Source: an optimization exercise on an open RTL-to-GDS flow (aim: small area, a short achievable clock period and few clock cycles per item). Production flows keep margins and buffers that such runs may drop.
RTL that was checked went through simulation tests only; none was proved equivalent to the original.
Power figures rest on the tool's default switching activity, not on a simulated workload.

==> flow/design.v (excerpt) <==
module pool_engine (
	input  logic        clk,
	input  logic        rst,
	input  logic        i_start,
	input  logic [19:0] i_cfg,	 
	input  logic        i_in_valid,
	input  logic [15:0] i_in_data,
	output logic        o_in_credit,
	output logic        o_out_valid,
	output logic [15:0] o_out_data,
	input  logic        i_out_credit,
	output logic        o_busy,
	output logic        o_done
);
	logic        busy_q;	 
	logic        op_q;	 
	logic [2:0]  ws_q;	 
	logic [15:0] rem_q;	 
	logic [3:0]  mask;	 
	logic [2:0]  sh;	 
	logic [15:0] head_q;
	logic        hv_q;	 
	logic [15:0] mem [3];
	logic [2:0]  wr_sel;	 
	logic [2:0]  rd_sel;	 
	logic [2:0]  mocc;	 
	logic [15:0] mem_rd;
	logic        load_head, from_mem, to_mem;
	logic [3:0]  atom_q;	 
	logic        nfirst_q;	 
	logic        nlast_q;	 
	logic        nword0_q;	 
	logic [3:0]  chan_q;	 
	logic        ch15_q;	 
	logic [3:0]  since_q;	 
	logic        aligned_q;	 
	logic [3:0]  used_q;	 
	logic        pop, win_end;
	logic [3:0]  atom_nx;
  ...
For scale: roughly 1000 cells after synthesis, roughly 0.014 mm² of cells after synthesis.
==> module pool_engine, before the edit <==
module pool_engine (
	input  logic        clk,
	input  logic        rst,
	input  logic        i_start,
	input  logic [19:0] i_cfg,	 
	input  logic        i_in_valid,
	input  logic [15:0] i_in_data,
	output logic        o_in_credit,
	output logic        o_out_valid,
	output logic [15:0] o_out_data,
	input  logic        i_out_credit,
	output logic        o_busy,
	output logic        o_done
);
	logic        busy_q;	 
	logic        op_q;	 
	logic [2:0]  ws_q;	 
	logic [15:0] rem_q;	 
	logic [3:0]  mask;	 
	logic [2:0]  sh;	 
	logic [15:0] head_q;
	logic        hv_q;	 
	logic [15:0] mem [3];
	logic [2:0]  wr_sel;	 
	logic [2:0]  rd_sel;	 
	logic [2:0]  mocc;	 
	logic [15:0] mem_rd;
	logic        load_head, from_mem, to_mem;
	logic [3:0]  atom_q;	 
	logic        nfirst_q;	 
	logic        nlast_q;	 
	logic        nword0_q;	 
	logic [3:0]  chan_q;	 
	logic        ch15_q;	 
	logic [3:0]  since_q;	 
	logic        aligned_q;	 
	logic [3:0]  used_q;	 
	logic        pop, win_end;
	logic [3:0]  atom_nx;
	logic [15:0] rem_dec;
	logic [19:0] acc;	 
	logic [10:0] lo_sum;
	logic        gt;
	logic [5:0]  w_hi;	 
	logic        w_c;	 
	logic        w_last, w_final;
	logic [19:0] ring [16];
	logic        s2_v, s2_final;
	assign mask    = 4'((5'd1 << ws_q) - 5'd1);
	assign sh      = op_q ? ws_q : 3'd0;
	assign pop     = hv_q && (!nword0_q || aligned_q) && (nlast_q || !used_q[3]);
	assign win_end = !nlast_q && ch15_q;
	assign atom_nx = nlast_q ? atom_q + 4'd1 : 4'd0;
	assign load_head = !hv_q || pop;
	assign from_mem  = load_head && mocc[0];
	assign to_mem    = i_in_valid && !(load_head && !mocc[0]);
	assign mem_rd    = ({16{rd_sel[0]}} & mem[0]) | ({16{rd_sel[1]}} & mem[1]) |
	                   ({16{rd_sel[2]}} & mem[2]);
	assign acc     = nfirst_q ? ring[14] : 20'd0;
	assign lo_sum  = {1'b0, acc[9:0]} + {1'b0, head_q[9:0]};
	assign gt      = (head_q > acc[15:0]);
	always_comb begin
		for (int i = 0; i < 16; i++) begin
			rem_dec[i] = rem_q[i] ^ ~|(rem_q & ((16'd1 << i) - 16'd1));
		end
	end
	always_ff @(posedge clk) begin
		for (int k = 0; k < 3; k++) begin
			if (!mocc[2] && wr_sel[k]) begin
				mem[k] <= i_in_data;
			end
		end
		if (load_head) begin
			head_q <= from_mem ? mem_rd : i_in_data;
		end
	end
	always_ff @(posedge clk or posedge rst) begin
		if (rst) begin
			hv_q     <= 1'b0;
			wr_sel   <= 3'd1;
			rd_sel   <= 3'd1;
			mocc     <= 3'd0;
			atom_q   <= 4'd0;
			nfirst_q <= 1'b0;
			nword0_q <= 1'b0;
			chan_q   <= 4'd0;
			ch15_q   <= 1'b0;
			used_q   <= 4'd0;
			w_last   <= 1'b0;
			w_final  <= 1'b0;
			s2_v     <= 1'b0;
			s2_final <= 1'b0;
			busy_q   <= 1'b0;
		end else begin
			if (load_head) begin
				hv_q <= mocc[0] || i_in_valid;
			end
			if (to_mem) begin
				wr_sel <= {wr_sel[1:0], wr_sel[2]};
			end
			if (from_mem) begin
				rd_sel <= {rd_sel[1:0], rd_sel[2]};
			end
			case ({to_mem, from_mem})
				2'b10:   mocc <= {mocc[1:0], 1'b1};
				2'b01:   mocc <= {1'b0, mocc[2:1]};
				default: ;
			endcase
			if (pop) begin
				chan_q   <= chan_q + 4'd1;
				ch15_q   <= (chan_q == 4'd14);
				nword0_q <= !win_end;
				if (ch15_q) begin
					atom_q   <= atom_nx;
					nfirst_q <= nlast_q;
				end
			end
			case ({pop && !nlast_q, i_out_credit})
				2'b10:   used_q <= {used_q[2:0], 1'b1};
				2'b01:   used_q <= {1'b0, used_q[3:1]};
				default: ;
			endcase
			w_last   <= pop && !nlast_q;
			w_final  <= pop && win_end && (rem_q == 16'd1);
			s2_v     <= w_last;
			s2_final <= w_final;
			busy_q   <= busy_q ? !s2_final : i_start;
		end
	end
	always_ff @(posedge clk) begin
		if (!busy_q) begin
			op_q    <= i_cfg[19];
			ws_q    <= i_cfg[18:16];
			rem_q   <= i_cfg[15:0];
			nlast_q <= (i_cfg[18:16] != 3'd0);
		end else begin
			if (pop && win_end) begin
				rem_q <= rem_dec;
			end
			if (pop && ch15_q) begin
				nlast_q <= (atom_nx != mask);
			end
		end
	end
	always_ff @(posedge clk) begin
		o_in_credit <= pop;
		o_out_valid <= s2_v;
		o_done      <= s2_final;
		o_busy      <= busy_q ? !s2_final : i_start;
	end
	always_ff @(posedge clk) begin
		since_q   <= pop ? 4'd0 : since_q + 4'd1;
		aligned_q <= pop || (since_q == 4'd15);
		w_hi      <= (pop && op_q) ? head_q[15:10] : 6'd0;
		w_c       <= pop && op_q && lo_sum[10];
		ring[15]  <= !pop ? ring[14] :
		             op_q ? {acc[19:10], lo_sum[9:0]} : {4'd0, gt ? head_q : acc[15:0]};
		ring[0]   <= {ring[15][19:10] + {4'd0, w_hi} + {9'd0, w_c}, ring[15][9:0]};
		for (int i = 1; i < 15; i++) begin
			ring[i] <= ring[i-1];
		end
		o_out_data <= 16'(ring[0] >> sh);
	end
endmodule
Settings: LEC_CHECK=0, ABC_CLOCK_PERIOD_IN_PS=2000, CAP_MARGIN=20, CORE_MARGIN=2, CORE_UTILIZATION=65, CTS_BUF_LIST=sky130_fd_sc_hd__clkbuf_8, CTS_CLUSTER_DIAMETER=40, CTS_CLUSTER_SIZE=16, SETUP_SLACK_MARGIN=3.7, SLEW_MARGIN=20; clock period 6.0 ns.
standard.sh (not shown) runs the stock make flow with config.mk's settings and CLKGATE_MAP_FILE= SYNTH_SCRIPT=/design/flow/synth_recipe.tcl, a recipe that flattens the netlist after the stock synthesis.
==> flow/flow/run.sh <==
#!/bin/bash
# The standard layout (standard.sh), with port buffers and clock tree options set here.
set -euo pipefail
export BUFFER_PORTS_ARGS="-buffer_cell sky130_fd_sc_hd__buf_2"
export CTS_ARGS="-sink_clustering_enable -repair_clock_nets -sink_clustering_size 16 -sink_clustering_max_diameter 40 -buf_list sky130_fd_sc_hd__clkbuf_8 -root_buf sky130_fd_sc_hd__clkbuf_16 -dont_use_dummy_load"
bash standard.sh > standard.log 2>&1
Edit:
--- a/flow/design.v
+++ b/flow/design.v
@@ -54,11 +54,13 @@
 	logic        pop, win_end;
 	logic [3:0]  atom_nx;
 	logic [15:0] rem_dec;
-	logic [19:0] acc;	 
+	logic        premask;	 
 	logic [10:0] lo_sum;
 	logic        gt;
+	logic [9:0]  w_lo;
 	logic [5:0]  w_hi;	 
 	logic        w_c;	 
+	logic        w_gt;	 
 	logic        w_last, w_final;
 	logic [19:0] ring [16];
 	logic        s2_v, s2_final;
@@ -72,9 +74,10 @@
 	assign to_mem    = i_in_valid && !(load_head && !mocc[0]);
 	assign mem_rd    = ({16{rd_sel[0]}} & mem[0]) | ({16{rd_sel[1]}} & mem[1]) |
 	                   ({16{rd_sel[2]}} & mem[2]);
-	assign acc     = nfirst_q ? ring[14] : 20'd0;
-	assign lo_sum  = {1'b0, acc[9:0]} + {1'b0, head_q[9:0]};
-	assign gt      = (head_q > acc[15:0]);
+	assign lo_sum  = {1'b0, ring[14][9:0]} + {1'b0, head_q[9:0]};
+	assign gt      = (head_q > ring[14][15:0]);
+	assign premask = !((pop && ch15_q) ? nlast_q : nfirst_q) &&
+	                 (!(pop ? !win_end : nword0_q) || pop || (since_q == 4'd15));
 	always_comb begin
 		for (int i = 0; i < 16; i++) begin
 			rem_dec[i] = rem_q[i] ^ ~|(rem_q & ((16'd1 << i) - 16'd1));
@@ -167,14 +170,17 @@
 	always_ff @(posedge clk) begin
 		since_q   <= pop ? 4'd0 : since_q + 4'd1;
 		aligned_q <= pop || (since_q == 4'd15);
-		w_hi      <= (pop && op_q) ? head_q[15:10] : 6'd0;
+		w_lo      <= head_q[9:0];
+		w_hi      <= pop ? head_q[15:10] : 6'd0;
 		w_c       <= pop && op_q && lo_sum[10];
-		ring[15]  <= !pop ? ring[14] :
-		             op_q ? {acc[19:10], lo_sum[9:0]} : {4'd0, gt ? head_q : acc[15:0]};
-		ring[0]   <= {ring[15][19:10] + {4'd0, w_hi} + {9'd0, w_c}, ring[15][9:0]};
-		for (int i = 1; i < 15; i++) begin
+		w_gt      <= pop && !op_q && gt;
+		ring[15]  <= {ring[14][19:10], (pop && op_q) ? lo_sum[9:0] : ring[14][9:0]};
+		ring[0]   <= op_q ? {ring[15][19:10] + {4'd0, w_hi} + {9'd0, w_c}, ring[15][9:0]}
+		                  : {4'd0, w_gt ? {w_hi, w_lo} : ring[15][15:0]};
+		for (int i = 1; i < 14; i++) begin
 			ring[i] <= ring[i-1];
 		end
+		ring[14]  <= premask ? 20'd0 : ring[13];
 		o_out_data <= 16'(ring[0] >> sh);
 	end
 endmodule
What happened: Worst hold slack improved by 0.025 ns. Area after synthesis is higher slightly. Critical path depth decreases by 8. Global-route usage decreases by 0.36 points. Total power came out higher by a few percent. Cell count goes down slightly. Utilization came out lower by 2.1 points. Setup slack gets better by 0.31 ns. Routed wire length drops slightly. Clock-buffer cell count came out higher by 3.
Testbench counts after the change, summed over its fixed seeds: cycles 41,208, words 40,688.
The RTL of the first run of this note was laid out without a check of its function.

port drivers added, routing unchanged:
In the flow no input, the clock included, has a driving cell. The finished layouts below were timed again as built, in two steps.
Step 1: set_driving_cell puts a clkbuf_16 on clk and a buf_2 on each other input, an assumption about the parent block.
Step 2 also shifts input and output timing later by t, the mid clock arrival at the registers, as if the neighbouring blocks saw the same clock.
Three values: ideal, step 1, step 2; two values: the first two.
| run | t (ns) | setup WS [ns] | worst setup path after step 2 | clock arrival spread, ns |
|---|---|---|---|---|
| the first run | 0.531 | 3.480 / 3.480 / 3.480 | register to register | 0.071 / 0.071 |
| the second run | 0.527 | 3.792 / 3.745 / 3.808 | input to register | 0.080 / 0.080 |
After both steps setup and hold are still met in every run listed.
